This is an optimization exercise on Yosys and OpenROAD, whose aim is small area and few clock cycles per item, not a production implementation. RTL that was checked went through simulation tests only; none was proved equivalent to the original. No functional check of the RTL was part of run 1. Power figures rest on the tool's default switching activity, not on a simulated workload.

File: flow/run.sh
#!/bin/bash
# synth_recipe.tcl (not shown) runs the flow's synth.tcl, then flattens the netlist and writes it again
# the make line also repeats each setting of config.mk as NAME=value (left out here)
make -C /OpenROAD-flow-scripts/flow DESIGN_CONFIG=/design/flow/config.mk WORK_HOME=/design/flow/orfs CLKGATE_MAP_FILE= SYNTH_SCRIPT=/design/flow/synth_recipe.tcl finish
File: flow/design.v
package ple_pkg;
  localparam int OP_W     = 3;
  localparam int KEY_W    = 32;
  localparam int POS_W    = 8;
  localparam int STATUS_W = 3;
  localparam int FOUND_W  = 4;
  localparam int LEN_W    = 5;
  localparam int IN_DATA_W  = 48;
  localparam int OUT_DATA_W = 16;
  localparam logic [OP_W-1:0] OP_INS_FIRST = 3'd0;
  localparam logic [OP_W-1:0] OP_INS_LAST  = 3'd1;
  localparam logic [OP_W-1:0] OP_INS_AT    = 3'd2;
  localparam logic [OP_W-1:0] OP_DEL_FIRST = 3'd3;
  localparam logic [OP_W-1:0] OP_DEL_LAST  = 3'd4;
  localparam logic [OP_W-1:0] OP_DEL_AT    = 3'd5;
  localparam logic [OP_W-1:0] OP_SEARCH    = 3'd6;
  localparam logic [STATUS_W-1:0] ST_OK       = 3'd0;
  localparam logic [STATUS_W-1:0] ST_BADPOS   = 3'd1;
  localparam logic [STATUS_W-1:0] ST_BEYOND   = 3'd2;
  localparam logic [STATUS_W-1:0] ST_EMPTY    = 3'd3;
  localparam logic [STATUS_W-1:0] ST_FULL     = 3'd4;
  localparam logic [STATUS_W-1:0] ST_NOTFOUND = 3'd5;
endpackage
module ple_cell #(
  parameter int DATA_WIDTH = 32
) (
  input  logic                  clk,
  input  logic                  shift,
  input  logic                  load,
  input  logic [DATA_WIDTH-1:0] key_word,
  input  logic [DATA_WIDTH-1:0] up_data,
  output logic [DATA_WIDTH-1:0] data,
  output logic                  match
);
  logic [DATA_WIDTH-1:0] data_r;
  logic                  hold;
  assign hold = !(shift || load);
  always_ff @(posedge clk) begin
    data_r <= ({DATA_WIDTH{hold}}  & data_r)
            | ({DATA_WIDTH{load}}  & key_word)
            | ({DATA_WIDTH{shift}} & up_data);
  end
  assign match = (data_r == key_word);
  assign data  = data_r;
endmodule
module positional_list_engine #(
  parameter int CAPACITY   = 16,
  parameter int DATA_WIDTH = 32
) (
  input  logic                            clk,
  input  logic                            rst_n,
  input  logic                            in_tvalid,
  output logic                            in_tready,
  input  logic [ple_pkg::IN_DATA_W-1:0]   in_tdata,
  output logic                            out_tvalid,
  input  logic                            out_tready,
  output logic [ple_pkg::OUT_DATA_W-1:0]  out_tdata
);
  logic [2:0]            in_op;
  logic [DATA_WIDTH-1:0] key_word;
  logic [7:0]            in_pos;
  assign in_op    = in_tdata[2:0];
  assign key_word = in_tdata[34:3];
  assign in_pos   = in_tdata[42:35];
  logic in_acc;
  logic out_valid_r;
  assign in_tready = !out_valid_r || out_tready;
  assign in_acc    = in_tvalid && in_tready;
  logic [4:0] count_r;
  logic [3:0] head_r;
  logic       full;
  logic       empty;
  assign full  = count_r[4];
  assign empty = (count_r == 5'd0);
  logic [2:0] dec_status;
  logic       dec_ins;
  logic       dec_del;
  logic       dec_search;
  always_comb begin
    dec_status = ple_pkg::ST_OK;
    dec_ins    = 1'b0;
    dec_del    = 1'b0;
    dec_search = 1'b0;
    case (in_op)
      ple_pkg::OP_INS_FIRST: begin
        if (full) dec_status = ple_pkg::ST_FULL;
        else      dec_ins    = 1'b1;
      end
      ple_pkg::OP_INS_LAST: begin
        if (full) dec_status = ple_pkg::ST_FULL;
        else      dec_ins    = 1'b1;
      end
      ple_pkg::OP_INS_AT: begin
        if (in_pos[7])                    dec_status = ple_pkg::ST_BADPOS;
        else if (in_pos > {3'd0, count_r}) dec_status = ple_pkg::ST_BEYOND;
        else if (full)                    dec_status = ple_pkg::ST_FULL;
        else                              dec_ins    = 1'b1;
      end
      ple_pkg::OP_DEL_FIRST: begin
        if (empty) dec_status = ple_pkg::ST_EMPTY;
        else       dec_del    = 1'b1;
      end
      ple_pkg::OP_DEL_LAST: begin
        if (empty) dec_status = ple_pkg::ST_EMPTY;
        else       dec_del    = 1'b1;
      end
      ple_pkg::OP_DEL_AT: begin
        if (in_pos[7])                         dec_status = ple_pkg::ST_BADPOS;
        else if (in_pos == 8'd0 && empty)      dec_status = ple_pkg::ST_EMPTY;
        else if (in_pos >= {3'd0, count_r})    dec_status = ple_pkg::ST_BEYOND;
        else                                   dec_del    = 1'b1;
      end
      ple_pkg::OP_SEARCH: begin
        dec_search = 1'b1;
      end
      default: begin
      end
    endcase
  end
  logic [3:0] head_m1;
  logic [4:0] ins_last_e;    
  logic [4:0] del_last_s;    
  logic [4:0] ins_at_e;      
  logic [4:0] del_at_s;      
  assign head_m1    = head_r - 4'd1;
  assign ins_last_e = {1'b0, head_m1} + {1'b0, count_r[3:0]};
  assign del_last_s = {1'b0, head_r} + count_r - 5'd1;
  assign ins_at_e   = {1'b0, head_m1} + {1'b0, in_pos[3:0]};
  assign del_at_s   = {1'b0, head_r} + {1'b0, in_pos[3:0]};
  logic [4:0] ins_e;         
  logic [4:0] del_s;         
  logic       del_wrap;
  always_comb begin
    case (in_op)
      ple_pkg::OP_INS_LAST: ins_e = ins_last_e;
      ple_pkg::OP_INS_AT:   ins_e = ins_at_e;
      default:              ins_e = {1'b0, head_m1};
    endcase
    case (in_op)
      ple_pkg::OP_DEL_LAST: del_s = del_last_s;
      ple_pkg::OP_DEL_AT:   del_s = del_at_s;
      default:              del_s = {1'b0, head_r};
    endcase
    del_wrap = del_last_s[4] && !del_s[4];
  end
  logic [CAPACITY-1:0] cell_shift;
  logic [CAPACITY-1:0] cell_load;
  logic                do_ins;
  logic                do_del;
  assign do_ins = in_acc && dec_ins;
  assign do_del = in_acc && dec_del;
  always_comb begin
    for (int a = 0; a < CAPACITY; a++) begin
      logic ge_is, lt_ie, ge_ds, lt_de, in_i, in_d;
      ge_is = (4'(a) >= head_m1);
      lt_ie = (4'(a) < ins_e[3:0]);
      ge_ds = (4'(a) >= del_s[3:0]);
      lt_de = (4'(a) < del_last_s[3:0]);
      in_i  = ins_e[4] ? (ge_is || lt_ie) : (ge_is && lt_ie);
      in_d  = del_wrap ? (ge_ds || lt_de) : (ge_ds && lt_de);
      cell_shift[a] = (do_ins && in_i) || (do_del && in_d);
      cell_load[a]  = do_ins && (4'(a) == ins_e[3:0]);
    end
  end
  logic [DATA_WIDTH-1:0] cell_data [CAPACITY];
  logic [CAPACITY-1:0]   cell_match;
  for (genvar g = 0; g < CAPACITY; g++) begin : g_cell
    ple_cell #(
      .DATA_WIDTH (DATA_WIDTH)
    ) u_cell (
      .clk      (clk),
      .shift    (cell_shift[g]),
      .load     (cell_load[g]),
      .key_word (key_word),
      .up_data  (cell_data[(g + 1) % CAPACITY]),
      .data     (cell_data[g]),
      .match    (cell_match[g])
    );
  end
  logic [4:0] count_nxt;
  always_comb begin
    count_nxt = count_r;
    if (in_acc && dec_ins)      count_nxt = count_r + 5'd1;
    else if (in_acc && dec_del) count_nxt = count_r - 5'd1;
  end
  always_ff @(posedge clk) begin
    if (!rst_n) begin
      count_r <= 5'd0;
      head_r  <= 4'd0;
    end else begin
      count_r <= count_nxt;
      if (in_acc && dec_ins) head_r <= head_m1;
    end
  end
  logic [CAPACITY-1:0] cell_live;
  logic [CAPACITY-1:0] match_live;
  logic [CAPACITY-1:0] match_rot;
  always_comb begin
    for (int a = 0; a < CAPACITY; a++) begin
      cell_live[a] = ({1'b0, 4'(a) - head_r} < count_r);
    end
    match_live = cell_match & cell_live;
    match_rot  = {match_live, match_live} >> head_r;
  end
  logic [2:0]          res_status_r;
  logic [CAPACITY-1:0] res_match_r;
  always_ff @(posedge clk) begin
    if (!rst_n) begin
      out_valid_r <= 1'b0;
    end else if (in_tready) begin
      out_valid_r <= in_tvalid;
    end
  end
  always_ff @(posedge clk) begin
    if (in_acc) begin
      res_status_r <= dec_search ? ple_pkg::ST_NOTFOUND : dec_status;
      res_match_r  <= match_rot;
    end
  end
  logic       hit;
  logic [3:0] hit_idx;
  logic [2:0] out_status;
  logic [3:0] out_found;
  always_comb begin
    hit_idx = 4'd0;
    for (int j = CAPACITY - 1; j >= 0; j--) begin
      if (res_match_r[j]) hit_idx = 4'(j);
    end
    hit        = (res_status_r == ple_pkg::ST_NOTFOUND) && (|res_match_r);
    out_status = hit ? ple_pkg::ST_OK : res_status_r;
    out_found  = hit ? hit_idx : 4'd0;
  end
  assign out_tvalid = out_valid_r;
  assign out_tdata  = {4'd0, count_r, out_found, out_status};
endmodule
File: flow/config.mk
export PLATFORM = sky130hd
export DESIGN_NAME = positional_list_engine
export DESIGN_NICKNAME = positional_list_engine
export VERILOG_FILES = /design/flow/design.v
export SDC_FILE = /design/flow/constraint.sdc
export NUM_CORES = 4
export LEC_CHECK = 0
export CAP_MARGIN = 20
export CORE_MARGIN = 2
export CORE_UTILIZATION = 40
export SLEW_MARGIN = 20
File: flow/constraint.sdc
create_clock -name core_clock -period 3.8 [get_ports {clk}]
set_input_delay 0.7600 -clock core_clock [delete_from_list [all_inputs] [get_ports {clk}]]
set_output_delay 0.7600 -clock core_clock [all_outputs]
set_load 0.01 [all_outputs]
==> impl_metrics.tcl, run 1 <==
set metrics [dict create \
    outcome "no timing/DRC/antenna violations" \
    cp.arrival_ps 4280 \
    ys_seq_elements 541 \
    tritoncts "yes" \
    dpl-instance-area_um2 34770 \
    grt_start_max_net_pins 35 \
    start_kind "register" \
    crit_slowest_cell "fa_2" \
    rr_startpoint "head_r[1]" \
    clk_latency_ps 690 \
    hold_violations 0 \
    root_buffer "clkbuf_16" \
    post-route-min-period_ps 3734 \
    fin_util_pct 49.80 \
    crit_path_max_fanout 26 \
    slowest_delay_ps 550 \
    drtAntennaViolNets 0 \
    std_cell_rows 101 \
    crit_top_cell "buf_12" \
    design.core.area_um2 75700 \
    vias_per_cell 6.128 \
    ys_warn_count 3 \
    clockBufferDepth 3 \
    num_vias 27400 \
    ff2ff_setup_slack_ps 70 \
    grt.overflow.total 0 \
    r2r-end "g_cell[8].u_cell.data_r[26]" \
    synth_cell_types 78 \
    drc 0 \
    avgSynthCellArea_um2 9.478 \
    crit_type "register to register" \
    grt_pass1_vias 26630 \
    grt_first_pass_wirelength_mm 175.3 \
    fill_cells 6934 \
    worst_setup_path_end_kind "register" \
    ys_seq_area_share_pct 36.11 \
    io_pins 70 \
    leakagePower_nw 18.98 \
    drt-total-wl_mm 119.2 \
    syn-instance-count 3220 \
    dp_hpwl_mm 86.93 \
    crit_buf_inv 7 \
    async_reset_ff_share_pct 0 \
    drv_cap 0 \
    p_per_area_nw_per_um2 651.1 \
    track_usage_pct 29.57 \
    routedWlPerCell_um 26.66 \
    cts_num_sinks 541 \
    register_area_um2 11020 \
    min_path_type "input pin to register" \
    antenna_found_initial 2 \
    power.total_w 0.02454 \
    drive_gt1_share_pct 19.75 \
    firstDrtPassIters 8 \
    setup_viol 0 \
    hold_depth 3 \
    mappedNetlistArea_um2 30520 \
    vdd_drop_max_uv 469.3 \
    design_area_um2 37690 \
    finalCritPeriodShare_pct 98.27 \
    layout_common_cells "dfxtp_1, a21o_1, a22o_1" \
    dieHeight_um 280.2 \
    area_growth_pct 23.51 \
    slew_headroom_pct 48.59 \
    fin_nets 3563 \
    dieWidth_um 280.2 \
    clk_pin_slew_ps 70 \
    place.gp.congestion 0.9596 \
    setup_tns_ps 0 \
    final_common_cell "dfxtp_1" \
    synth_edf_count 19 \
    worstHoldEndpoint "g_cell[12].u_cell.data_r[20]" \
    fmaxAchievable_ghz 0.2678 \
    min_from "in_tdata[23]" \
    dieArea_um2 78520 \
    synth-main-ff-cell "dfxtp_1" \
    drtIter0Drc 2690 \
    r2r_cells 18 \
    port_buffers 60 \
    htreeDepth 2 \
    crit_path_cell_trace "clkinvlp_4, buf_12, ha_4, inv_2, ha_4, fa_2, nand2b_1, o311ai_2, buf_4, o21ai_2, buf_4, a311oi_2, maj3_2, o22ai_2, buf_12, buf_12, a22o_1, a21o_1" \
    slew_violations 0 \
    skew_ps 62.88 \
    antenna_cells 0 \
    multiInputGateArea_um2 18760 \
    start_util_pct 40.32 \
    worst_slew_pin_slew_ps 771.1 \
    required_ps 4350 \
    numCtsBuffers 61 \
    crit_family "adder cells" \
]
## worst reg2reg max path, delay by kind of cell, from the launching register on
family | cells | cell delay, ps
compound gates | 6 | 970
simple gates | 1 | 80
fa+ha+maj | 4 | 1270
buf+inv | 7 | 970
flops | 1 | 350
## metal layers
| layer | up-vias | wire length (µm) | global-route usage [%] |
|---|---|---|---|
| li1 | 12310 | - | - |
| met1 | 13650 | 50660 | 39.58 |
| met2 | 1205 | 54520 | 48.16 |
| met3 | 234 | 9254 | 4.372 |
| met4 | 4 | 4750 | 10.97 |
| met5 | - | 30 | 0 |
## repair_timing
action | 4_1_cts | 5_1_grt
endpoints found under the setup margin | 373 | 502
pin swaps | 11 | 23
hold endpoints to repair | 0 | 0
gates cloned | 6 | 3
hold buffers | 0 | 0
setup buffers | 10 | 18
gates resized for setup | 34 | 57
## cell type report
class | count | area share, %
clock buffer | 92 | 4.893
clock inverter | 20 | 0.7800
inverter | 52 | 0.5477
multi-input combinational | 2325 | 49.76
sequential | 541 | 29.24
tap | 978 | 3.246
timing repair buffer | 464 | 11.53
## cell families after synthesis
group,Yosys count,share of synthesized area (%)
other,1,0.01229
adder cells (fa/ha/maj),73,3.083
buffers and inverters,363,4.629
flip-flops,541,36.11
XOR/XNOR,527,15.12
multiplexers,50,1.710
AO/OA/AOI/OAI,1168,30.83
AND/OR/NAND/NOR,497,8.503
## state kept, by name, summed over array words and instances, names as in the netlist
name	count
count_r	5
g_cell.u_cell.data_r	512
head_r	4
out_valid_r	1
res_match_r	16
res_status_r	3
## worst max-delay path by stage
| stage | depth (start not counted) | slack [ps] | start | endpoint |
|---|---|---|---|---|
| final | 18 | 70 | head_r[1] | g_cell[8].u_cell.data_r[26] |
| after global routing | 19 | -10 | head_r[1] | g_cell[14].u_cell.data_r[31] |
| after CTS | 17 | -60 | head_r[1] | g_cell[14].u_cell.data_r[8] |
| after detailed placement | 18 | -1110 | in_tdata[0] | g_cell[14].u_cell.data_r[22] |
| after global placement | 18 | -1170 | in_tdata[0] | g_cell[10].u_cell.data_r[30] |
| after floorplan | 18 | -210 | in_tdata[0] | g_cell[14].u_cell.data_r[15] |
## report_power, final
group / total, W / internal [W] / switching [W] / leakage (nW)
clock: 0.00633 / 0.00375 / 0.00258 / 1.06
combinational: 0.00733 / 0.00381 / 0.00352 / 13.4
sequential: 0.0109 / 0.00805 / 0.00283 / 4.48
total: 0.0245 / 0.0156 / 0.00894 / 19.0
## Yosys cell counts, drive strengths merged, types with 10 or more instances
library cell,n,area (µm²)
nand2,112,420.4
xor2,414,3626
a22o,450,3941
a211oi,12,90.09
dfxtp,522,10450
xnor2,113,989.7
o21ai,28,140.1
edfxtp,19,570.6
nor2,88,330.3
mux2,17,191.4
and2,37,231.5
mux2i,33,330.3
a31oi,10,62.56
nand3,21,105.1
a21oi,37,185.2
nor2b,20,125.1
inv,51,191.4
nor3,24,130.1
nor4,111,694.4
ha,60,750.7
buf,62,281.5
nand4,46,287.8
a31o,10,87.58
a21o,456,3423
clkbuf,249,935.9
a221o,32,320.3
a22oi,42,315.3
## per-stage QoR
stage,hold slack [ps],setup slack (ps),instances
finish,452.8,65.91,4472
floorplan,447.2,-206.7,3223
detailed placement,463.5,-1107,4324
CTS,431.3,-56.85,4452
global route,466.7,-12.59,4472
global placement,462.4,-1173,4324
==> run 2: changes to the inputs <==
--- a/flow/design.v
+++ b/flow/design.v
@@ -117,31 +117,44 @@
       end
     endcase
   end
-  logic [3:0] head_m1;
-  logic [4:0] ins_last_e;    
-  logic [4:0] del_last_s;    
-  logic [4:0] ins_at_e;      
-  logic [4:0] del_at_s;      
-  assign head_m1    = head_r - 4'd1;
-  assign ins_last_e = {1'b0, head_m1} + {1'b0, count_r[3:0]};
-  assign del_last_s = {1'b0, head_r} + count_r - 5'd1;
-  assign ins_at_e   = {1'b0, head_m1} + {1'b0, in_pos[3:0]};
-  assign del_at_s   = {1'b0, head_r} + {1'b0, in_pos[3:0]};
-  logic [4:0] ins_e;         
-  logic [4:0] del_s;         
-  logic       del_wrap;
+  logic [3:0] p_eff;
+  logic [3:0] cnt_m1;
+  assign cnt_m1 = count_r[3:0] - 4'd1;    
   always_comb begin
     case (in_op)
-      ple_pkg::OP_INS_LAST: ins_e = ins_last_e;
-      ple_pkg::OP_INS_AT:   ins_e = ins_at_e;
-      default:              ins_e = {1'b0, head_m1};
+      ple_pkg::OP_INS_LAST: p_eff = count_r[3:0];
+      ple_pkg::OP_DEL_LAST: p_eff = cnt_m1;
+      ple_pkg::OP_INS_AT,
+      ple_pkg::OP_DEL_AT:   p_eff = in_pos[3:0];
+      default:              p_eff = 4'd0;
     endcase
-    case (in_op)
-      ple_pkg::OP_DEL_LAST: del_s = del_last_s;
-      ple_pkg::OP_DEL_AT:   del_s = del_at_s;
-      default:              del_s = {1'b0, head_r};
-    endcase
-    del_wrap = del_last_s[4] && !del_s[4];
+  end
+  function automatic logic gt4(input logic [3:0] a, input logic [3:0] b);
+    logic g;
+    g = 1'b0;
+    for (int i = 0; i < 4; i++) begin
+      g = (a[i] && !b[i]) || ((a[i] || !b[i]) && g);
+    end
+    gt4 = g;
+  endfunction
+  logic [CAPACITY-1:0] gt;         
+  logic [CAPACITY-1:0] below;      
+  logic [CAPACITY-1:0] cell_live;  
+  logic [CAPACITY-1:0] at_hm1;     
+  always_comb begin
+    for (int a = 0; a < CAPACITY; a++) begin
+      logic [3:0] rel;
+      rel = 4'd0;
+      for (int h = 0; h < CAPACITY; h++) begin
+        if (head_r == 4'(h)) rel = 4'((a - h) & 15);
+      end
+      gt[a]        = gt4(p_eff, rel);
+      cell_live[a] = count_r[4] || gt4(count_r[3:0], rel);
+      at_hm1[a]    = (rel == 4'd15);
+    end
+    for (int a = 0; a < CAPACITY; a++) begin
+      below[a] = cell_live[(a + 1) % CAPACITY] && !at_hm1[a];
+    end
   end
   logic [CAPACITY-1:0] cell_shift;
   logic [CAPACITY-1:0] cell_load;
@@ -151,15 +164,10 @@
   assign do_del = in_acc && dec_del;
   always_comb begin
     for (int a = 0; a < CAPACITY; a++) begin
-      logic ge_is, lt_ie, ge_ds, lt_de, in_i, in_d;
-      ge_is = (4'(a) >= head_m1);
-      lt_ie = (4'(a) < ins_e[3:0]);
-      ge_ds = (4'(a) >= del_s[3:0]);
-      lt_de = (4'(a) < del_last_s[3:0]);
-      in_i  = ins_e[4] ? (ge_is || lt_ie) : (ge_is && lt_ie);
-      in_d  = del_wrap ? (ge_ds || lt_de) : (ge_ds && lt_de);
-      cell_shift[a] = (do_ins && in_i) || (do_del && in_d);
-      cell_load[a]  = do_ins && (4'(a) == ins_e[3:0]);
+      logic gt_up;
+      gt_up         = gt[(a + 1) % CAPACITY];
+      cell_shift[a] = (do_ins && gt_up) || (do_del && !gt[a] && below[a]);
+      cell_load[a]  = do_ins && !gt_up && (gt[a] || at_hm1[a]);
     end
   end
   logic [DATA_WIDTH-1:0] cell_data [CAPACITY];
@@ -189,16 +197,12 @@
       head_r  <= 4'd0;
     end else begin
       count_r <= count_nxt;
-      if (in_acc && dec_ins) head_r <= head_m1;
-    end
-  end
-  logic [CAPACITY-1:0] cell_live;
+      if (do_ins) head_r <= head_r - 4'd1;
+    end
+  end
   logic [CAPACITY-1:0] match_live;
   logic [CAPACITY-1:0] match_rot;
   always_comb begin
-    for (int a = 0; a < CAPACITY; a++) begin
-      cell_live[a] = ({1'b0, 4'(a) - head_r} < count_r);
-    end
     match_live = cell_match & cell_live;
     match_rot  = {match_live, match_live} >> head_r;
   end
--- a/flow/config.mk
+++ b/flow/config.mk
@@ -8,4 +8,8 @@
 export CAP_MARGIN = 20
 export CORE_MARGIN = 2
 export CORE_UTILIZATION = 40
+export CTS_BUF_LIST = sky130_fd_sc_hd__clkbuf_16
+export CTS_CLUSTER_DIAMETER = 60
+export CTS_CLUSTER_SIZE = 30
 export SLEW_MARGIN = 20
+export SYNTH_HIERARCHICAL = 1
==> impl_metrics.tcl, run 2 <==
set metrics [dict create \
    final_cells 4891 \
    dp_hpwl_mm 74.32 \
    firstDrtPassIters 6 \
    synth_edf_count 19 \
    cts_num_sinks 541 \
    largest_register_ff_count 512 \
    rsz0062_at_grt "no" \
    dpl-instance-area_um2 34020 \
    seq_power_share_pct 48.1 \
    crit_path_max_fanout 16 \
    hold_violations 0 \
    synth-main-ff-cell "dfxtp_1" \
    finalCritPeriodShare_pct 96.85 \
    track_usage_pct 26.32 \
    place.gp.congestion 0.9783 \
    synth.area.top_cells "dfxtp_1, xor2_1, nand2_1, a22oi_1, nor4_1" \
    p_per_area_nw_per_um2 637.9 \
    dieArea_um2 76760 \
    dieHeight_um 277.1 \
    design_area_um2 35940 \
    dieWidth_um 277.1 \
    regMostFlops "g_cell.u_cell.data_r" \
    fin_nets 3951 \
    hold_depth 2 \
    worst_slew_pin_slew_ps 959.0 \
    ys_warn_count 9 \
    setup_tns_ps 0 \
    cp.arrival_ps 4210 \
    cp-startpoint "in_tdata[0]" \
    outcome "no timing/DRC/antenna violations" \
    antenna_found_initial 1 \
    htreeDepth 2 \
    cell_internal_pwr_w 0.01436 \
    skew_ps 37.05 \
    post-route-min-period_ps 3680 \
    power.total_w 0.02293 \
    min_path_type "register to register" \
    worst_setup_path_end_kind "register" \
    port_buffers 60 \
    reg_top3 "g_cell.u_cell.data_r: 512 flops, res_match_r: 16 flops, count_r: 5 flops" \
    final_common_cell "nand2_1" \
    fmaxAchievable_ghz 0.2717 \
    synth_cell_types 89 \
    synth_top_area_share_pct 35.04 \
    drtIter0Drc 2306 \
    synth.top_cells.by_count "nand2_1, a22oi_1, dfxtp_1" \
    std_cell_rows 100 \
    rr_startpoint "head_r[1]" \
    clockBufferDepth 3 \
    r2r_cells 12 \
    layout_common_cells "nand2_1, a22oi_1, dfxtp_1" \
    combPwrFrac_pct 28.9 \
    leakagePower_nw 16.45 \
    clk_pin_slew_ps 80 \
    drive_gt1_share_pct 14.18 \
    area_growth_pct 20.51 \
    yosysTopAreaCell "dfxtp_1" \
    grt_pass1_vias 27170 \
    drv_cap 0 \
    slew_headroom_pct 36.06 \
    p_clk_share_pct 23.0 \
    grt_first_pass_wirelength_mm 160.1 \
    avgSynthCellArea_um2 8.153 \
    vdd_drop_max_uv 335.3 \
    design.core.area_um2 74070 \
    start_util_pct 40.26 \
    drtAntennaViolNets 0 \
    dp.cells 4789 \
    required_ps 4330 \
    ys_seq_area_share_pct 36.95 \
    ff2ff_setup_slack_ps 170 \
    min_from "g_cell[6].u_cell.data_r[23]" \
    tritoncts "yes" \
    ctsHoldBuffers 0 \
    routedWlPerCell_um 21.33 \
    grt_start_max_net_pins 37 \
    r2r-end "g_cell[6].u_cell.data_r[24]" \
    setup_viol 0 \
    fill_cells 7285 \
    mappedNetlistArea_um2 29820 \
    vias_per_cell 5.700 \
    yosysMostFrequentCell "nand2_1" \
    register_area_um2 11020 \
    async_reset_ff_share_pct 0 \
    io_pins 70 \
    syn-instance-count 3658 \
    start_kind "input pin" \
    p_sw_share_pct 37.38 \
    ys_seq_elements 541 \
    antenna_cells 0 \
    clk_latency_ps 640 \
    grt.overflow.total 0 \
    drt-total-wl_mm 104.3 \
    slew_violations 0 \
    root_buffer "clkbuf_16" \
    switchingPower_w 0.008570 \
    crit_type "input pin to register" \
    multiInputGateArea_um2 17920 \
    num_vias 27880 \
    worstHoldEndpoint "g_cell[5].u_cell.data_r[23]" \
    numCtsBuffers 48 \
    drc 0 \
]
==> run 2: changes by cell type in the layout (fill, tap and decap cells not counted), sizes merged, moves of 32 or more <==
cell / change
ha: -45
a22oi: +483
xnor2: -109
a221o: -32
nand2: +978
a22o: -445
clkbuf: -46
buf: -54
xor2: +100
a21o: -447
a21oi: +44
==> run 2: logic make-up after synthesis <==
kind of cell,count (synthesis),synth area share [%]
AND/OR/NAND/NOR,1453,21.09
AO/OA/AOI/OAI,809,19.94
flip-flops,541,36.95
XOR/XNOR,518,15.21
buffers and inverters,268,4.250
adder cells (fa/ha/maj),42,1.598
multiplexers,26,0.9355
other,1,0.01257
==> run 2: critical path: stages <==
cell and delay, ps:
clkdlybuf4s50_1 460, buf_4 170, o211ai_1 120, a21oi_2 230, o211ai_1 140, buf_4 160, maj3_1 400, maj3_2 360
maj3_2 390, buf_12 160, a211oi_4 240, buf_4 190, nor2_4 50, buf_12 160, a22oi_1 160, nand2_1 70
==> run 2: area by class of cell <==
cell class	instances	area share, %
multi-input cells	2856	49.86
flip-flops and latches	541	30.67
clock buffers	48	3.342
clock inverters	41	1.344
well taps	969	3.373
repair buffers	408	11.12
inverters	28	0.2924
==> run 2: stage by stage <==
| step | setup slack (ps) | hold slack [ps] | util (%) |
|---|---|---|---|
| floorplan | 91.67 | 447.0 | - |
| global placement | -651.8 | 460.5 | 45.92 |
| detailed placement | -673.6 | 462.5 | 45.92 |
| CTS | 25.83 | 466.4 | 48.23 |
| global route | 9.101 | 486.7 | 48.52 |
| finish | 119.7 | 467.0 | 48.52 |
==> run 2: power by group through the flow <==
stage	logic (W)	clock network, W	registers [W]
CTS	0.00660	0.00537	0.0110
floorplan	0.00492	0	0.0101
finish	0.00663	0.00526	0.0110
global placement	0.00635	0	0.0111
global route	0.00749	0.00556	0.0113
detailed placement	0.00652	0	0.0111
==> run 2: what timing repair did <==
action                     in CTS  in global routing
setup endpoints to repair      64                299
pin swaps                       1                 12
cloned                          2                  2
resized for setup               2                 25
setup buffers                   0                  9
==> run 2: worst max path at each step <==
stage / slack [ps] / cells past startpoint / end
global route: 9 / 14 / g_cell[15].u_cell.data_r[30]
detailed placement: -670 / 15 / g_cell[10].u_cell.data_r[20]
floorplan: 90 / 18 / g_cell[10].u_cell.data_r[10]
finish: 120 / 16 / g_cell[10].u_cell.data_r[0]
CTS: 30 / 14 / g_cell[10].u_cell.data_r[21]
global placement: -650 / 15 / g_cell[10].u_cell.data_r[14]
==> run 2: layer usage <==
layer | share of wire (%) | vias to the layer above | GRT usage [%]
met5 | 0 | - | 0
met4 | 4.4 | 0 | 11.11
met3 | 5.7 | 245 | 3.332
met2 | 48 | 916 | 45.65
met1 | 42 | 13400 | 32.81
li1 | - | 13320 | -
Testbench counts of run 2, summed over its fixed seeds: cycles 12,008, items 12,000.
==> run 3: changes to the inputs <==
--- a/flow/config.mk
+++ b/flow/config.mk
@@ -8,8 +8,8 @@
 export CAP_MARGIN = 20
 export CORE_MARGIN = 2
 export CORE_UTILIZATION = 40
-export CTS_BUF_LIST = sky130_fd_sc_hd__clkbuf_16
-export CTS_CLUSTER_DIAMETER = 60
-export CTS_CLUSTER_SIZE = 30
+export CTS_BUF_LIST = sky130_fd_sc_hd__clkbuf_8
+export CTS_CLUSTER_DIAMETER = 50
+export CTS_CLUSTER_SIZE = 20
 export SLEW_MARGIN = 20
 export SYNTH_HIERARCHICAL = 1
==> impl_metrics.tcl, run 3 <==
set metrics [dict create \
    track_usage_pct 26.45 \
    final_cells 4929 \
    synth_mux_area_share_pct 0.9356 \
    worst_slew_pin_slew_ps 949.3 \
    required_ps 4390 \
    grt_start_max_net_pins 37 \
    min_path_type "input pin to register" \
    mappedNetlistArea_um2 29820 \
    num_vias 28110 \
    ys_warn_count 9 \
    worst_setup_path_end_kind "register" \
    root_buffer "clkbuf_8" \
    dieHeight_um 277.1 \
    crit_path_max_fanout 16 \
    drc 0 \
    slew_violations 0 \
    worstHoldEndpoint "g_cell[0].u_cell.data_r[0]" \
    synth.area.top_cells "dfxtp_1, xor2_1, nand2_1, a22oi_1, nor4_1" \
    crit_type "register to register" \
    skew_ps 50.00 \
    ys_seq_elements 541 \
    dieWidth_um 277.1 \
    power.total_w 0.02260 \
    start_util_pct 40.26 \
    synth-main-ff-cell "dfxtp_1" \
    yosysMostFrequentCell "nand2_1" \
    min_from "in_tdata[3]" \
    synth_top_area_share_pct 35.04 \
    firstDrtPassIters 5 \
    reg_top3 "g_cell.u_cell.data_r: 512 flops, res_match_r: 16 flops, count_r: 5 flops" \
    cp.arrival_ps 4290 \
    setup_viol 0 \
    grt_use_met3_pct 3.771 \
    met2_usage_pct 45.79 \
    start_kind "register" \
    post-route-min-period_ps 3694 \
    synth_compound_area_share_pct 19.94 \
    leakagePower_nw 16.40 \
    clk_pin_slew_ps 90 \
    synth_xor_area_share_pct 15.21 \
    dp.cells 4789 \
    busiest_layer "met2" \
    ff2ff_setup_slack_ps 110 \
    drt-total-wl_mm 104.7 \
    layout_common_cells "nand2_1, a22oi_1, dfxtp_1" \
    slew_headroom_pct 36.71 \
    cts_num_sinks 541 \
    htreeDepth 3 \
    design.core.area_um2 74070 \
    synth_simple_gate_area_share_pct 21.09 \
    grt_first_pass_wirelength_mm 160.5 \
    numCtsBuffers 72 \
    avgSynthCellArea_um2 8.153 \
    synth.top_cells.by_count "nand2_1, a22oi_1, dfxtp_1" \
    std_cell_rows 100 \
    fin_nets 3971 \
    outcome "no timing/DRC/antenna violations" \
    drv_cap 0 \
    fill_cells 7314 \
    ys_seq_area_share_pct 36.95 \
    final_common_cell "nand2_1" \
    vdd_drop_max_uv 459.4 \
    place.gp.congestion 0.9783 \
    drtIter0Drc 2407 \
    setup_tns_ps 0 \
    synthAdderAreaFrac_pct 1.598 \
    synth_edf_count 19 \
    r2r_cells 11 \
    vias_per_cell 5.702 \
    clk_latency_ps 720 \
    grt_use_met1_pct 32.74 \
    grt_pass1_vias 27300 \
    finalCritPeriodShare_pct 97.21 \
    hold_violations 0 \
    r2r-end "g_cell[2].u_cell.data_r[31]" \
    p_per_area_nw_per_um2 632.1 \
    synth_cell_types 89 \
    antenna_found_initial 3 \
    yosysTopAreaCell "dfxtp_1" \
    regMostFlops "g_cell.u_cell.data_r" \
    fmaxAchievable_ghz 0.2707 \
    rr_startpoint "head_r[0]" \
    io_pins 70 \
    syn-instance-count 3658 \
    largest_register_ff_count 512 \
    tritoncts "yes" \
    drive_gt1_share_pct 15.05 \
    async_reset_ff_share_pct 0 \
    timing.hold.ws_ps 429.9 \
    hold_depth 3 \
    dieArea_um2 76760 \
    area_growth_pct 19.89 \
    grt.overflow.total 0 \
    dp_hpwl_mm 74.32 \
    routedWlPerCell_um 21.24 \
    synth_top_family_by_area "simple AND/OR/NAND/NOR gates" \
    rsz0062_at_grt "no" \
    drtAntennaViolNets 0 \
    port_buffers 60 \
    clockBufferDepth 3 \
]
[run 3: cell count changes in the layout (fill, tap and decap cells not counted), moves of 3 or more]
cell,change
clkbuf_8,+75
clkbuf_16,-48
inv_8,+8
clkinv_2,+5
clkinv_1,-4
clkinv_4,+4
inv_6,+4
buf_12,-3
[run 3: power breakdown]
group / switching, W / leakage [nW] / total [W] / internal, W
registers: 0.00279 / 4.53 / 0.0110 / 0.00824
logic: 0.00321 / 11.0 / 0.00661 / 0.00340
clock network: 0.00272 / 0.816 / 0.00496 / 0.00224
[run 3: worst max-delay path by stage]
stage                 from                      endpoint  slack [ps]
6_report         head_r[0]   g_cell[2].u_cell.data_r[31]         110
5_1_grt        in_tdata[0]   g_cell[4].u_cell.data_r[29]           9
4_1_cts          head_r[0]   g_cell[7].u_cell.data_r[22]          50
3_5_place_dp   in_tdata[2]  g_cell[10].u_cell.data_r[20]        -670
3_3_place_gp   in_tdata[2]  g_cell[10].u_cell.data_r[14]        -650
2_1_floorplan    head_r[1]  g_cell[10].u_cell.data_r[10]          90
[run 3: repair_timing]
action / 4_1_cts / 5_1_grt
gates resized for setup: 2 / 18
endpoints found under the setup margin: 64 / 258
hold buffers: 0 / 0
setup buffers: 0 / 5
gates cloned: 2 / 2
pin swaps: 1 / 8
[run 3: cell families (layout without fill, tap and decap cells)]
group                      Yosys count  in the layout
muxes                               26             26
adders and majority gates           42             42
AOI/OAI and AO/OA                  809            809
and+or+nand+nor                   1453           1457
buffers and inverters              268            562
xor gates and xnor gates           518            518
other                                1              5
DFF                                541            541
[run 3: cell type report]
type                       count  area (µm²)  share of cell area, %
clock buffer                  75        1032                  2.887
sequential                   541       11020                  30.83
clock inverter                55       558.0                  1.561
timing repair buffer         404        3921                  10.97
inverter                      28       105.1                 0.2939
antenna                        1       2.502               0.006999
multi-input combinational   2856       17900                  50.06
tap                          969        1212                  3.391
[run 3: per-stage QoR]
step                area [µm²]  util (%)  setup WS (ps)
floorplan                29830         -          91.67
global placement         34020     45.92         -651.8
detailed placement       34020     45.92         -673.6
CTS                      35630     48.10          47.11
global route             35760     48.27          9.452
finish                   35760     48.27          105.9
[run 3: layer usage]
metal  wire [µm]  vias to the layer above
li1            -                    13380
met1       43590                    13560
met2       50700                      910
met3        5824                      259
met4        4561                        2
met5          12                        -
[run 3: worst max-delay path: stages (launching register included)]
cell	delay, ps
dfxtp_1	370
clkinv_1	140
ha_1	230
buf_4	180
or3_1	430
a31o_2	350
maj3_2	350
maj3_2	390
a211oi_4	630
nor2_4	210
a22oi_1	220
nand2_1	70
==> run 4: changes to the inputs <==
--- a/flow/config.mk
+++ b/flow/config.mk
@@ -5,11 +5,12 @@
 export SDC_FILE = /design/flow/constraint.sdc
 export NUM_CORES = 4
 export LEC_CHECK = 0
-export CAP_MARGIN = 20
+export CAP_MARGIN = 0
 export CORE_MARGIN = 2
 export CORE_UTILIZATION = 40
 export CTS_BUF_LIST = sky130_fd_sc_hd__clkbuf_8
 export CTS_CLUSTER_DIAMETER = 50
 export CTS_CLUSTER_SIZE = 20
-export SLEW_MARGIN = 20
+export GPL_TIMING_DRIVEN = 0
+export SLEW_MARGIN = 0
 export SYNTH_HIERARCHICAL = 1
==> impl_metrics.tcl, run 4 <==
set metrics [dict create \
    regMostFlops "g_cell.u_cell.data_r" \
    start_kind "register" \
    final_cells 4902 \
    grt.overflow.total 0 \
    cp-startpoint "head_r[1]" \
    clk_pin_slew_ps 90 \
    drtAntennaViolNets 0 \
    fill_cells 7219 \
    grt_pass1_vias 27370 \
    crit_top_cell "buf_6" \
    grt_first_pass_wirelength_mm 167.4 \
    crit_buf_inv 7 \
    std_cell_rows 100 \
    design.core.area_um2 74070 \
    ys_warn_count 9 \
    required_ps 4430 \
    vias_per_cell 5.756 \
    crit_type "register to register" \
    register_area_um2 11040 \
    drtIter0Drc 2605 \
    dp_hpwl_mm 85.21 \
    mappedNetlistArea_um2 29820 \
    synthAdderAreaFrac_pct 1.598 \
    synth_cell_types 89 \
    fmaxAchievable_ghz 0.2709 \
    busiest_layer "met2" \
    leakagePower_nw 16.22 \
    synth_mux_area_share_pct 0.9356 \
    crit_path_cell_trace "inv_1, clkbuf_8, buf_8, ha_1, buf_6, buf_8, or4_1, o211ai_1, o311ai_4, maj3_2, a21o_1, o32ai_4, buf_6, nor2_4, buf_6, a22oi_1, nand2_1" \
    synth.top_cells.by_count "nand2_1, a22oi_1, dfxtp_1" \
    drt-total-wl_mm 111.1 \
    synth_top_area_share_pct 35.04 \
    cp.arrival_ps 4320 \
    crit_path_max_fanout 11 \
    setup_viol 0 \
    hold_violations 0 \
    rsz0062_at_grt "yes" \
    rr_startpoint "head_r[1]" \
    syn-instance-count 3658 \
    dieHeight_um 277.1 \
    root_buffer "clkbuf_8" \
    final_common_cell "nand2_1" \
    slew_violations 0 \
    synth_edf_count 19 \
    multiInputGateArea_um2 18370 \
    slowest_delay_ps 470 \
    layout_common_cells "nand2_1, dfxtp_1, xor2_1" \
    firstDrtPassIters 6 \
    numCtsBuffers 61 \
    grt_start_max_net_pins 25 \
    finalCritPeriodShare_pct 97.14 \
    ctsHoldBuffers 0 \
    routedWlPerCell_um 22.66 \
    dp.cells 4723 \
    grt_use_met3_pct 4.185 \
    synth_simple_gate_area_share_pct 21.09 \
    setup_tns_ps 0 \
    ys_seq_area_share_pct 36.95 \
    avgSynthCellArea_um2 8.153 \
    cts_num_sinks 541 \
    htreeDepth 2 \
    outcome "no timing/DRC/antenna violations" \
    slew_headroom_pct 20.17 \
    start_util_pct 40.26 \
    worst_slew_pin_slew_ps 1193 \
    synth_top_family_by_area "simple AND/OR/NAND/NOR gates" \
    ys_seq_elements 541 \
    post-route-min-period_ps 3691 \
    grt_use_met1_pct 35.09 \
    port_buffers 60 \
    drive_gt1_share_pct 16.13 \
    area_growth_pct 18.85 \
    yosysMostFrequentCell "nand2_1" \
    track_usage_pct 27.91 \
    min_path_type "register to register" \
    worst_setup_path_end_kind "register" \
    synth_xor_area_share_pct 15.21 \
    dpl-instance-area_um2 32260 \
    drc 0 \
    design_area_um2 35450 \
    largest_register_ff_count 512 \
    met2_usage_pct 47.42 \
    async_reset_ff_share_pct 0 \
    drv_cap 0 \
    power.total_w 0.02264 \
    tritoncts "yes" \
    num_vias 28210 \
    reg_top3 "g_cell.u_cell.data_r: 512 flops, res_match_r: 16 flops, count_r: 5 flops" \
    min_from "g_cell[11].u_cell.data_r[22]" \
    io_pins 70 \
    place.gp.congestion 0.9893 \
    synth-main-ff-cell "dfxtp_1" \
    clk_latency_ps 740 \
    dieArea_um2 76760 \
    yosysTopAreaCell "dfxtp_1" \
    skew_ps 58.76 \
    fin_nets 3949 \
    clockBufferDepth 3 \
    vdd_drop_max_uv 325.0 \
    p_per_area_nw_per_um2 638.7 \
    dieWidth_um 277.1 \
    synth.area.top_cells "dfxtp_1, xor2_1, nand2_1, a22oi_1, nor4_1" \
    crit_slowest_cell "or4_1" \
    synth_compound_area_share_pct 19.94 \
    antenna_found_initial 2 \
    crit_family "compound AO/OA/AOI/OAI gates" \
]
run 4: cell counts after synthesis:
No cell type changed its count.
run 4: cells by family (layout without fill, tap and decap cells):
kind of cell / Yosys count / after routing
other cells: 1 / 6
buf+inv: 268 / 538
flops: 541 / 541
compound gates: 809 / 809
simple gates: 1453 / 1453
fa+ha+maj: 42 / 42
mux: 26 / 26
xor+xnor: 518 / 518
run 4: worst min-delay path: cells and delay by family, from the launching register on:
| family | cells | cell delay [ps] |
|---|---|---|
| flops | 1 | 340 |
| simple gates | 2 | 110 |
run 4: through the flow:
step                      setup slack, ps  hold slack [ps]  util (%)
final                               108.8            455.0     47.85
after global routing               -17.08            472.2     47.85
after CTS                          -1.883            460.3     46.63
after detailed placement            -1995            467.4     43.56
after global placement              -1999            465.4     42.73
after floorplan                     91.67            447.0         -
run 4: timing repair:
item                       CTS  global route
pin swaps                   25            45
buffers inserted            24            46
setup endpoints to repair  533           514
resized for setup          183           186
gates cloned                 0             1
run 4: final cells by class:
type / count / share of cell area, %
Antenna cell: 2 / 0.01412
Buffer: 233 / 4.232
Clock buffer: 66 / 2.563
Clock inverter: 47 / 1.426
Inverter: 28 / 0.3495
Multi-Input combinational cell: 2852 / 51.81
Sequential cell: 541 / 31.15
Tap cell: 969 / 3.420
Timing Repair Buffer: 164 / 5.030
run 4: report_power, final:
group / leakage (nW) / switching (W) / internal, W / total [W]
clock network: 0.713 / 0.00251 / 0.00207 / 0.00458
logic: 11.0 / 0.00346 / 0.00338 / 0.00684
registers: 4.54 / 0.00298 / 0.00824 / 0.0112
total: 16.2 / 0.00895 / 0.0137 / 0.0226
run 4: routing by layer:
layer | vias to the layer above | share of wire, %
li1 | 13350 | -
met1 | 13610 | 41
met2 | 1013 | 48
met3 | 248 | 6.6
met4 | 2 | 4.4
met5 | - | 0.013
run 4: path summary, 6_finish.rpt:
check	endpoint	slack, ps	cells after the start
hold reg to reg	g_cell[10].u_cell.data_r[22]	460	2
setup / recovery	g_cell[5].u_cell.data_r[13]	110	17
setup reg to reg	g_cell[5].u_cell.data_r[13]	110	17
hold / removal	g_cell[10].u_cell.data_r[22]	460	2
==> run 5: changes to the inputs <==
--- a/flow/design.v
+++ b/flow/design.v
@@ -139,7 +139,6 @@
   endfunction
   logic [CAPACITY-1:0] gt;         
   logic [CAPACITY-1:0] below;      
-  logic [CAPACITY-1:0] cell_live;  
   logic [CAPACITY-1:0] at_hm1;     
   always_comb begin
     for (int a = 0; a < CAPACITY; a++) begin
@@ -149,7 +148,6 @@
         if (head_r == 4'(h)) rel = 4'((a - h) & 15);
       end
       gt[a]        = gt4(p_eff, rel);
-      cell_live[a] = count_r[4] || gt4(count_r[3:0], rel);
       at_hm1[a]    = (rel == 4'd15);
     end
     for (int a = 0; a < CAPACITY; a++) begin
@@ -200,6 +198,21 @@
       if (do_ins) head_r <= head_r - 4'd1;
     end
   end
+  logic [CAPACITY-1:0] cell_live;
+  logic [CAPACITY-1:0] live_nxt;
+  always_comb begin
+    for (int a = 0; a < CAPACITY; a++) begin
+      logic tail;
+      tail        = cell_live[a] && (!cell_live[(a + 1) % CAPACITY] || at_hm1[a]);
+      live_nxt[a] = do_ins ? (cell_live[a] || at_hm1[a])
+                  : do_del ? (cell_live[a] && !tail)
+                  : cell_live[a];
+    end
+  end
+  always_ff @(posedge clk) begin
+    if (!rst_n) cell_live <= '0;
+    else        cell_live <= live_nxt;
+  end
   logic [CAPACITY-1:0] match_live;
   logic [CAPACITY-1:0] match_rot;
   always_comb begin
==> impl_metrics.tcl, run 5 <==
set metrics [dict create \
    outcome "no timing/DRC/antenna violations" \
    routedWlPerCell_um 21.46 \
    setup_viol 0 \
    rr_startpoint "count_r[2]" \
    post-route-min-period_ps 3679 \
    fin_nets 3821 \
    fill_cells 7238 \
    dp.cells 4617 \
    grt_pass1_vias 26300 \
    grt.overflow.total 0 \
    worst_slew_pin_slew_ps 995.8 \
    tritoncts "yes" \
    synth-main-ff-cell "dfxtp_1" \
    combPwrFrac_pct 27.2 \
    p_per_area_nw_per_um2 670.1 \
    num_vias 26890 \
    crit_path_max_fanout 13 \
    root_buffer "clkbuf_8" \
    dp_hpwl_mm 78.78 \
    mappedNetlistArea_um2 29390 \
    ys_warn_count 9 \
    vias_per_cell 5.639 \
    dieArea_um2 75660 \
    ctsHoldBuffers 0 \
    numCtsBuffers 69 \
    slew_headroom_pct 33.54 \
    crit_type "register to register" \
    vdd_drop_max_uv 260.1 \
    grt_start_max_net_pins 21 \
    async_reset_ff_share_pct 0 \
    drc 0 \
    skew_ps 57.00 \
    switchingPower_w 0.008727 \
    htreeDepth 3 \
    std_cell_rows 99 \
    cp-startpoint "count_r[2]" \
    ys_seq_elements 557 \
    track_usage_pct 26.50 \
    yosysMostFrequentCell "nand2_1" \
    min_from "g_cell[0].u_cell.data_r[13]" \
    crit_top_cell "a21o_1" \
    slew_violations 0 \
    ys_seq_area_share_pct 38.59 \
    slowest_delay_ps 360 \
    cp.arrival_ps 4220 \
    synth.area.top_cells "dfxtp_1, xor2_1, nand2_1, a22oi_1, nor4_1" \
    required_ps 4340 \
    yosysTopAreaCell "dfxtp_1" \
    grt_first_pass_wirelength_mm 155.0 \
    port_buffers 60 \
    min_path_type "register to register" \
    antenna_found_initial 1 \
    firstDrtPassIters 5 \
    drt-total-wl_mm 102.3 \
    cell_internal_pwr_w 0.01438 \
    worst_setup_path_end_kind "register" \
    avgSynthCellArea_um2 8.248 \
    finalCritPeriodShare_pct 96.83 \
    clk_latency_ps 720 \
    largest_register_ff_count 512 \
    synth_edf_count 19 \
    reg_top3 "g_cell.u_cell.data_r: 512 flops, cell_live: 16 flops, res_match_r: 16 flops" \
    final_common_cell "nand2_1" \
    io_pins 70 \
    crit_slowest_cell "dfxtp_4" \
    fmaxAchievable_ghz 0.2718 \
    start_kind "register" \
    start_util_pct 40.35 \
    ff2ff_setup_slack_ps 120 \
    dieHeight_um 275.1 \
    hold_violations 0 \
    synth.top_cells.by_count "nand2_1, dfxtp_1, a22oi_1" \
    synth_cell_types 83 \
    layout_common_cells "nand2_1, dfxtp_1, xor2_1" \
    drv_cap 0 \
    seq_power_share_pct 49.2 \
    drive_gt1_share_pct 14.50 \
    leakagePower_nw 15.86 \
    synth_top_area_share_pct 36.65 \
    regMostFlops "g_cell.u_cell.data_r" \
    cts_num_sinks 557 \
    place.gp.congestion 0.9266 \
    drtIter0Drc 2276 \
    p_sw_share_pct 37.77 \
    clockBufferDepth 3 \
    design.core.area_um2 72830 \
    timing.final.ws_setup_ps 120.5 \
    syn-instance-count 3563 \
    drtAntennaViolNets 0 \
    p_clk_share_pct 23.6 \
    crit_path_cell_trace "inv_1, ha_1, a21o_1, a21o_1, a211oi_4, o21ai_2, a2111oi_4, buf_4, inv_2, buf_6, buf_8, fa_2, a21o_1, a21oi_2, mux2i_1, xnor2_1, nor2_1" \
    dieWidth_um 275.1 \
    area_growth_pct 17.31 \
    clk_pin_slew_ps 100 \
    place_ws_ps -1672 \
    final_cells 4768 \
]
run 5: cell types whose count changed in the layout (fill, tap and decap cells not counted), sizes merged, moves of 16 or more:
| cell | delta |
|---|---|
| buf | -44 |
| a21oi | -38 |
| nand2 | +21 |
| o21ai | +21 |
| o32ai | +19 |
| a31oi | -16 |
| dfxtp | +16 |
| nand3 | +16 |
run 5: critical path: cells and delay by family (launching register included):
| family | cells | cell delay, ps |
|---|---|---|
| compound gates | 7 | 1440 |
| buf+inv | 5 | 660 |
| fa+ha+maj | 2 | 650 |
| xor+xnor | 1 | 140 |
| flops | 1 | 360 |
| simple gates | 1 | 50 |
| mux | 1 | 240 |
run 5: final cells by class:
class                      instances  area (µm²)  share of cell area [%]
tap                              959        1200                   3.480
timing repair buffer             123        1466                   4.253
inverter                          24       100.1                  0.2903
buffer                           219        1272                   3.691
sequential                       557       11360                   32.94
multi-input combinational       2760       17370                   50.38
clock buffer                      77        1060                   3.074
antenna                            1       2.502                0.007258
clock inverter                    48       648.1                   1.880
run 5: repair_timing:
action	4_1_cts	5_1_grt
pin swaps	18	17
hold endpoints to repair	0	0
gates resized for setup	125	104
cloned	0	1
setup buffers	16	14
endpoints found under the setup margin	515	498
run 5: worst paths after layout:
path | endpoint | depth (start not counted)
worst min register to register | g_cell[15].u_cell.data_r[13] | 2
worst min-delay path | g_cell[15].u_cell.data_r[13] | 2
worst max register to register | count_r[4] | 17
worst max-delay path | count_r[4] | 17
run 5: cells by family (layout without fill, tap and decap cells):
kind of cell	count (synthesis)	in the layout	share of synthesized area [%]
multiplexers	50	50	1.771
XOR/XNOR	519	519	15.47
other	1	5	0.01276
buffers and inverters	249	491	3.998
AND/OR/NAND/NOR	1446	1446	21.04
flip-flops	557	557	38.59
adder cells (fa/ha/maj)	27	27	1.107
AO/OA/AOI/OAI	714	714	18.02
run 5: per-layer routing:
layer	vias to the layer above	part of all wire, %	track usage (%)
met5	-	0	0
met4	0	3.4	10.67
met3	229	5.8	3.579
met2	874	48	45.59
met1	12930	43	33.38
li1	12860	-	-
run 5: power by group through the flow:
| stage | registers, W | clock network (W) | logic, W |
|---|---|---|---|
| floorplan | 0.0103 | 0 | 0.00475 |
| global placement | 0.0114 | 0 | 0.00580 |
| detailed placement | 0.0114 | 0 | 0.00602 |
| CTS | 0.0113 | 0.00552 | 0.00617 |
| global route | 0.0116 | 0.00573 | 0.00712 |
| finish | 0.0114 | 0.00545 | 0.00628 |
run 5: metrics by stage:
| stage | area [µm²] | hold slack [ps] | power (W) | setup TNS (ps) | util, % |
|---|---|---|---|---|---|
| finish | 34480 | 464.7 | 0.02310 | 0 | 47.33 |
| global route | 34480 | 477.5 | 0.02447 | -27.68 | 47.33 |
| CTS | 34110 | 469.6 | 0.02299 | -111.0 | 46.83 |
| detailed placement | 31850 | 473.0 | 0.01741 | -618850 | 43.73 |
| global placement | 31210 | 464.2 | 0.01721 | -683690 | 42.85 |
| floorplan | 29410 | 447.0 | 0.01507 | 0 | - |
Testbench counts of run 5, summed over its fixed seeds: cycles 12,008, items 12,000.
==> run 6: changes to the inputs <==
--- a/flow/config.mk
+++ b/flow/config.mk
@@ -7,7 +7,7 @@
 export LEC_CHECK = 0
 export CAP_MARGIN = 0
 export CORE_MARGIN = 2
-export CORE_UTILIZATION = 40
+export CORE_UTILIZATION = 65
 export CTS_BUF_LIST = sky130_fd_sc_hd__clkbuf_8
 export CTS_CLUSTER_DIAMETER = 50
 export CTS_CLUSTER_SIZE = 20
==> impl_metrics.tcl, run 6 <==
set metrics [dict create \
    dp_hpwl_mm 76.62 \
    design.core.area_um2 44410 \
    ys_seq_elements 557 \
    post-route-min-period_ps 3742 \
    setup_viol 0 \
    place.gp.congestion 0.9894 \
    vias_per_cell 6.529 \
    yosysTopAreaCell "dfxtp_1" \
    grt.overflow.total 0 \
    synth-main-ff-cell "dfxtp_1" \
    tritoncts "yes" \
    ctsHoldBuffers 0 \
    drtAntennaViolNets 0 \
    slew_violations 0 \
    required_ps 4410 \
    synth.top_cells.by_count "nand2_1, dfxtp_1, a22oi_1" \
    num_vias 28510 \
    start_util_pct 66.17 \
    layout_common_cells "nand2_1, dfxtp_1, xor2_1" \
    antenna_cells 0 \
    hold_violations 0 \
    min_path_type "input pin to register" \
    firstDrtPassIters 6 \
    mappedNetlistArea_um2 29390 \
    power.total_w 0.02231 \
    largest_register_ff_count 512 \
    final_cells 4367 \
    avgSynthCellArea_um2 8.248 \
    clk_latency_ps 730 \
    io_pins 70 \
    outcome "no timing/DRC/antenna violations" \
    async_reset_ff_share_pct 0 \
    track_usage_pct 42.80 \
    ys_seq_area_share_pct 38.59 \
    start_kind "register" \
    yosysMostFrequentCell "nand2_1" \
    clockBufferDepth 3 \
    skew_ps 72.73 \
    clk_pin_slew_ps 100 \
    antenna_found_initial 1 \
    timing.hold.ws_ps 373.5 \
    dpl-instance-area_um2 31320 \
    port_buffers 60 \
    finalCritPeriodShare_pct 98.47 \
    htreeDepth 2 \
    fmaxAchievable_ghz 0.2672 \
    drc 0 \
    syn-instance-count 3563 \
    ff2ff_setup_slack_ps 60 \
    design_area_um2 33450 \
    dp.cells 4250 \
    cp.arrival_ps 4360 \
    synth_top_area_share_pct 36.65 \
    area_growth_pct 13.83 \
    worst_setup_path_end_kind "register" \
    dieArea_um2 46930 \
    grt_pass1_vias 27790 \
    leakagePower_nw 15.59 \
    grt_start_max_net_pins 30 \
    synth.area.top_cells "dfxtp_1, xor2_1, nand2_1, a22oi_1, nor4_1" \
    dieWidth_um 216.6 \
    crit_type "register to register" \
    grt_first_pass_wirelength_mm 156.5 \
    reg_top3 "g_cell.u_cell.data_r: 512 flops, cell_live: 16 flops, res_match_r: 16 flops" \
    routedWlPerCell_um 23.70 \
    p_per_area_nw_per_um2 667.0 \
    numCtsBuffers 49 \
    drv_cap 0 \
    fin_nets 3801 \
    drt-total-wl_mm 103.5 \
    root_buffer "clkbuf_8" \
    crit_path_max_fanout 11 \
    worst_slew_pin_slew_ps 764.2 \
    fin_util_pct 75.32 \
    slew_headroom_pct 49.00 \
    vdd_drop_max_uv 663.1 \
    regMostFlops "g_cell.u_cell.data_r" \
    std_cell_rows 77 \
    drtIter0Drc 3701 \
    drive_gt1_share_pct 13.70 \
    synth_edf_count 19 \
    cts_num_sinks 557 \
    final_common_cell "nand2_1" \
    synth_cell_types 83 \
    ys_warn_count 9 \
    dieHeight_um 216.6 \
]
[run 6: cell families (layout without fill, tap and decap cells)]
family / after synthesis / count (layout) / share of synthesized area [%]
and+or+nand+nor: 1446 / 1446 / 21.04
AOI/OAI and AO/OA: 714 / 714 / 18.02
DFF: 557 / 557 / 38.59
xor gates and xnor gates: 519 / 519 / 15.47
buffers and inverters: 249 / 458 / 3.998
muxes: 50 / 50 / 1.771
adders and majority gates: 27 / 27 / 1.107
other: 1 / 4 / 0.01276
[run 6: worst paths after layout]
| kind | startpoint | end | cells past startpoint |
|---|---|---|---|
| worst min register to register | g_cell[13].u_cell.data_r[3] | g_cell[12].u_cell.data_r[3] | 2 |
| worst min-delay path | in_tdata[26] | g_cell[3].u_cell.data_r[23] | 3 |
| worst max-delay path | head_r[0] | g_cell[7].u_cell.data_r[20] | 18 |
| worst max register to register | head_r[0] | g_cell[7].u_cell.data_r[20] | 18 |
[run 6: metrics by stage]
stage / setup TNS [ps] / worst slack [ps]
finish: 0 / 58.12
floorplan: 0 / 11.62
global route: -34.35 / -10.01
global placement: -517700 / -1401
detailed placement: -524750 / -1462
CTS: 0 / 13.27
[run 6: repair_timing]
| action | in CTS | in global routing |
|---|---|---|
| endpoints found under the setup margin | 514 | 493 |
| setup buffers | 16 | 13 |
| gates resized for setup | 97 | 121 |
| gates cloned | 0 | 1 |
| pin swaps | 18 | 23 |
[run 6: worst max-delay path: stages (launching register included)]
cell       delay, ps
dfxtp_4          380
buf_8            110
clkinv_4          70
clkbuf_8         160
ha_2             200
buf_6            150
or2_4            280
nor2_4           180
nand4_1          130
o2111ai_2        120
nand4_1          280
o41a_1           270
o21a_4           180
o32ai_4          470
buf_6            190
nor2_4            50
buf_4            180
a22oi_1          160
nand2_1           80
[run 6: report_power, final]
group | total (W) | switching, W | internal, W
sequential | 0.0115 | 0.00314 | 0.00840
clock | 0.00430 | 0.00244 | 0.00186
combinational | 0.00648 | 0.00329 | 0.00318
total | 0.0223 | 0.00887 | 0.0134
[run 6: cell type report]
| class | count | area [µm²] |
|---|---|---|
| buffer | 220 | 1266 |
| clock buffer | 54 | 743.2 |
| clock inverter | 38 | 491.7 |
| fill | 3330 | 10960 |
| inverter | 24 | 100.1 |
| multi-input combinational | 2760 | 17360 |
| sequential | 557 | 11360 |
| tap | 592 | 740.7 |
| timing repair buffer | 122 | 1391 |
[run 6: layer usage]
layer / vias up / global-route usage (%) / share of wire (%) / routed length, µm
met3: 464 / 9.249 / 12 / 12130
met1: 13410 / 54.59 / 38 / 39320
met2: 1850 / 66.78 / 44 / 45540
li1: 12780 / - / - / -
met5: - / 0 / 0.013 / 13
met4: 2 / 25.34 / 6.3 / 6502
==> run 7: changes to the inputs <==
==> flow/config.mk (replaced) <==
export PLATFORM = sky130hd
export DESIGN_NAME = positional_list_engine
export DESIGN_NICKNAME = positional_list_engine
export VERILOG_FILES = /design/flow/design.v
export SDC_FILE = /design/flow/constraint.sdc
export NUM_CORES = 4
export LEC_CHECK = 0
export CAP_MARGIN = 20
export CORE_MARGIN = 2
export CORE_UTILIZATION = 40
export CTS_BUF_LIST = sky130_fd_sc_hd__clkbuf_8
export CTS_CLUSTER_DIAMETER = 50
export CTS_CLUSTER_SIZE = 20
export SLEW_MARGIN = 20
export SYNTH_HIERARCHICAL = 1
==> impl_metrics.tcl, run 7 <==
set metrics [dict create \
    drc 0 \
    synth_edf_count 19 \
    clockBufferDepth 3 \
    drt-total-wl_mm 95.03 \
    crit_slowest_cell "a211oi_4" \
    place_ws_ps -397.7 \
    grt_start_max_net_pins 33 \
    antenna_found_initial 3 \
    yosysTopAreaCell "dfxtp_1" \
    avgSynthCellArea_um2 8.248 \
    reg_top3 "g_cell.u_cell.data_r: 512 flops, cell_live: 16 flops, res_match_r: 16 flops" \
    post-route-min-period_ps 3543 \
    dp_hpwl_mm 70.63 \
    fill_cells 7215 \
    timing.hold.ws_ps 407.6 \
    tritoncts "yes" \
    ys_warn_count 9 \
    hold_violations 0 \
    required_ps 4400 \
    slowest_delay_ps 490 \
    setup_viol 0 \
    leakagePower_nw 16.11 \
    drv_cap 0 \
    fin_util_pct 48.15 \
    design_area_um2 35070 \
    finalCritPeriodShare_pct 93.23 \
    slew_headroom_pct 52.42 \
    start_util_pct 40.35 \
    synth.top_cells.by_count "nand2_1, dfxtp_1, a22oi_1" \
    worst_slew_pin_slew_ps 713.7 \
    routedWlPerCell_um 19.77 \
    grt_pass1_vias 25750 \
    p_per_area_nw_per_um2 651.0 \
    track_usage_pct 24.90 \
    synth.area.top_cells "dfxtp_1, xor2_1, nand2_1, a22oi_1, nor4_1" \
    cts_num_sinks 557 \
    area_growth_pct 19.33 \
    rsz0062_at_grt "no" \
    firstDrtPassIters 7 \
    crit_path_max_fanout 16 \
    outcome "no timing/DRC/antenna violations" \
    synth-main-ff-cell "dfxtp_1" \
    syn-instance-count 3563 \
    num_vias 26510 \
    root_buffer "clkbuf_8" \
    std_cell_rows 99 \
    timing.final.ws_setup_ps 257.3 \
    crit_top_cell "o21ai_0" \
    fmaxAchievable_ghz 0.2823 \
    layout_common_cells "nand2_1, dfxtp_1, a22oi_1" \
    port_buffers 60 \
    yosysMostFrequentCell "nand2_1" \
    largest_register_ff_count 512 \
    synth_top_area_share_pct 36.65 \
    cp.arrival_ps 4140 \
    r2r_cells 13 \
    clk_latency_ps 720 \
    htreeDepth 3 \
    vdd_drop_max_uv 270.4 \
    regMostFlops "g_cell.u_cell.data_r" \
    dpl-instance-area_um2 33230 \
    hold_depth 3 \
    dieHeight_um 275.1 \
    io_pins 70 \
    ys_seq_elements 557 \
    mappedNetlistArea_um2 29390 \
    start_kind "register" \
    drive_gt1_share_pct 14.74 \
    crit_type "register to register" \
    clk_pin_slew_ps 80 \
    grt.overflow.total 0 \
    place.gp.congestion 0.9268 \
    final_common_cell "nand2_1" \
    numCtsBuffers 73 \
    drtIter0Drc 2007 \
    fin_nets 3853 \
    async_reset_ff_share_pct 0 \
    ys_seq_area_share_pct 38.59 \
    dieWidth_um 275.1 \
    grt_first_pass_wirelength_mm 148.8 \
    skew_ps 67.31 \
    slew_violations 0 \
    design.core.area_um2 72830 \
    drtAntennaViolNets 0 \
    min_path_type "input pin to register" \
    dieArea_um2 75660 \
    vias_per_cell 5.513 \
    synth_cell_types 83 \
    worst_setup_path_end_kind "register" \
    crit_path_cell_trace "clkinv_1, ha_1, o21ai_1, o21ai_0, o21ai_0, o221a_2, a21oi_1, buf_4, a211oi_4, nor2_4, buf_12, a22oi_1, nand2_1" \
]
==> run 7: final cells by class <==
type                            instances  area [µm²]  share of cell area (%)
Antenna cell                            3       7.507                 0.02141
Clock buffer                           80        1101                   3.140
Clock inverter                         55       669.4                   1.909
Inverter                               24       90.09                  0.2569
Multi-Input combinational cell       2761       17280                   49.28
Sequential cell                       557       11340                   32.34
Tap cell                              959        1200                   3.422
Timing Repair Buffer                  369        3377                   9.630
==> run 7: where the power goes <==
part | switching (W) | internal (W) | total (W) | leakage (nW)
Combinational | 0.00300 | 0.00326 | 0.00626 | 10.5
Sequential | 0.00267 | 0.00840 | 0.0111 | 4.67
Clock | 0.00267 | 0.00282 | 0.00549 | 0.901
Total | 0.00834 | 0.0145 | 0.0228 | 16.1
==> run 7: kinds of logic (layout without fill, tap and decap cells) <==
logic type / after synthesis / in the layout / share of synthesized area (%)
adders and majority gates: 27 / 27 / 1.107
and+or+nand+nor: 1446 / 1447 / 21.04
AOI/OAI and AO/OA: 714 / 714 / 18.02
buffers and inverters: 249 / 528 / 3.998
xor gates and xnor gates: 519 / 519 / 15.47
DFF: 557 / 557 / 38.59
other: 1 / 7 / 0.01276
muxes: 50 / 50 / 1.771
==> run 7: metal layers <==
| layer | track usage, % | vias up | share of wire, % |
|---|---|---|---|
| met2 | 41.26 | 749 | 47 |
| met1 | 32.92 | 12670 | 45 |
| met3 | 3.561 | 190 | 5.2 |
| met4 | 9.018 | 0 | 3.5 |
| met5 | 0 | - | 0 |
| li1 | - | 12900 | - |
==> run 7: worst paths after layout <==
path | startpoint | end | slack, ps
max | head_r[0] | g_cell[13].u_cell.data_r[31] | 260
max reg2reg | head_r[0] | g_cell[13].u_cell.data_r[31] | 260
min reg2reg | g_cell[5].u_cell.data_r[15] | g_cell[4].u_cell.data_r[15] | 450
min | in_tdata[3] | g_cell[14].u_cell.data_r[0] | 410
==> run 7: timing repair <==
item | CTS | global route
gates resized for setup | 0 | 8
hold buffers | 0 | 0
buffers inserted | 0 | 2
setup endpoints to repair | 0 | 217
==> run 7: metrics by stage <==
stage          power [W]  TNS, ps  cells
4_1_cts          0.02290        0   4802
3_5_place_dp     0.01732  -134760   4667
2_1_floorplan    0.01507        0   3566
3_3_place_gp     0.01717  -134910   4667
5_1_grt          0.02438        0   4808
6_report         0.02283        0   4808
==> run 7: worst max-delay path, delay by kind of cell (launching register included) <==
kind                       cells  cell delay (ps)
buffers and inverters          3              500
DFF                            1              430
AOI/OAI and AO/OA              7             2010
adders and majority gates      1              350
and+or+nand+nor                2              190

-- port drivers added, routing unchanged --
The results above use ideal ports. As a check the final layouts listed here were re-extracted and re-timed, cells and wires unchanged. Step 1, drivers: a clkbuf_16 drives clk and a buf_2 each remaining input, both assumed. Step 2 times the ports against the registers' clock, not the clock port: input delays grow and output delays shrink by t, the midpoint of the rising clock arrivals with the driver on. Three values: ideal ports, drivers, drivers and shift; two values: the first two.
run | t, ns | slack for setup (ns) | worst hold slack (ns) | cell pins on the clock port's net
run 1 | 0.720 | 0.066 / 0.066 / -0.519 | 0.453 / 0.421 / 0.477 | 1
run 2 | 0.684 | 0.120 / 0.161 / -0.524 | 0.467 / 0.462 / 0.467 | 1
run 3 | 0.757 | 0.106 / 0.106 / -0.592 | 0.430 / 0.390 / 0.449 | 1
run 4 | 0.774 | 0.109 / 0.109 / -0.627 | 0.455 / 0.455 / 0.455 | 1
run 5 | 0.752 | 0.121 / 0.121 / -0.562 | 0.465 / 0.465 / 0.465 | 1
run 6 | 0.748 | 0.058 / 0.058 / -0.613 | 0.374 / 0.338 / 0.468 | 1
run 7 | 0.754 | 0.257 / 0.257 / -0.428 | 0.408 / 0.362 / 0.446 | 1
With both steps, setup timing fails in every run listed, where it was met with ideal ports. The setup slack of run 4, which loses most, moves by 0.000 ns with the drivers and by -0.736 ns with both steps.
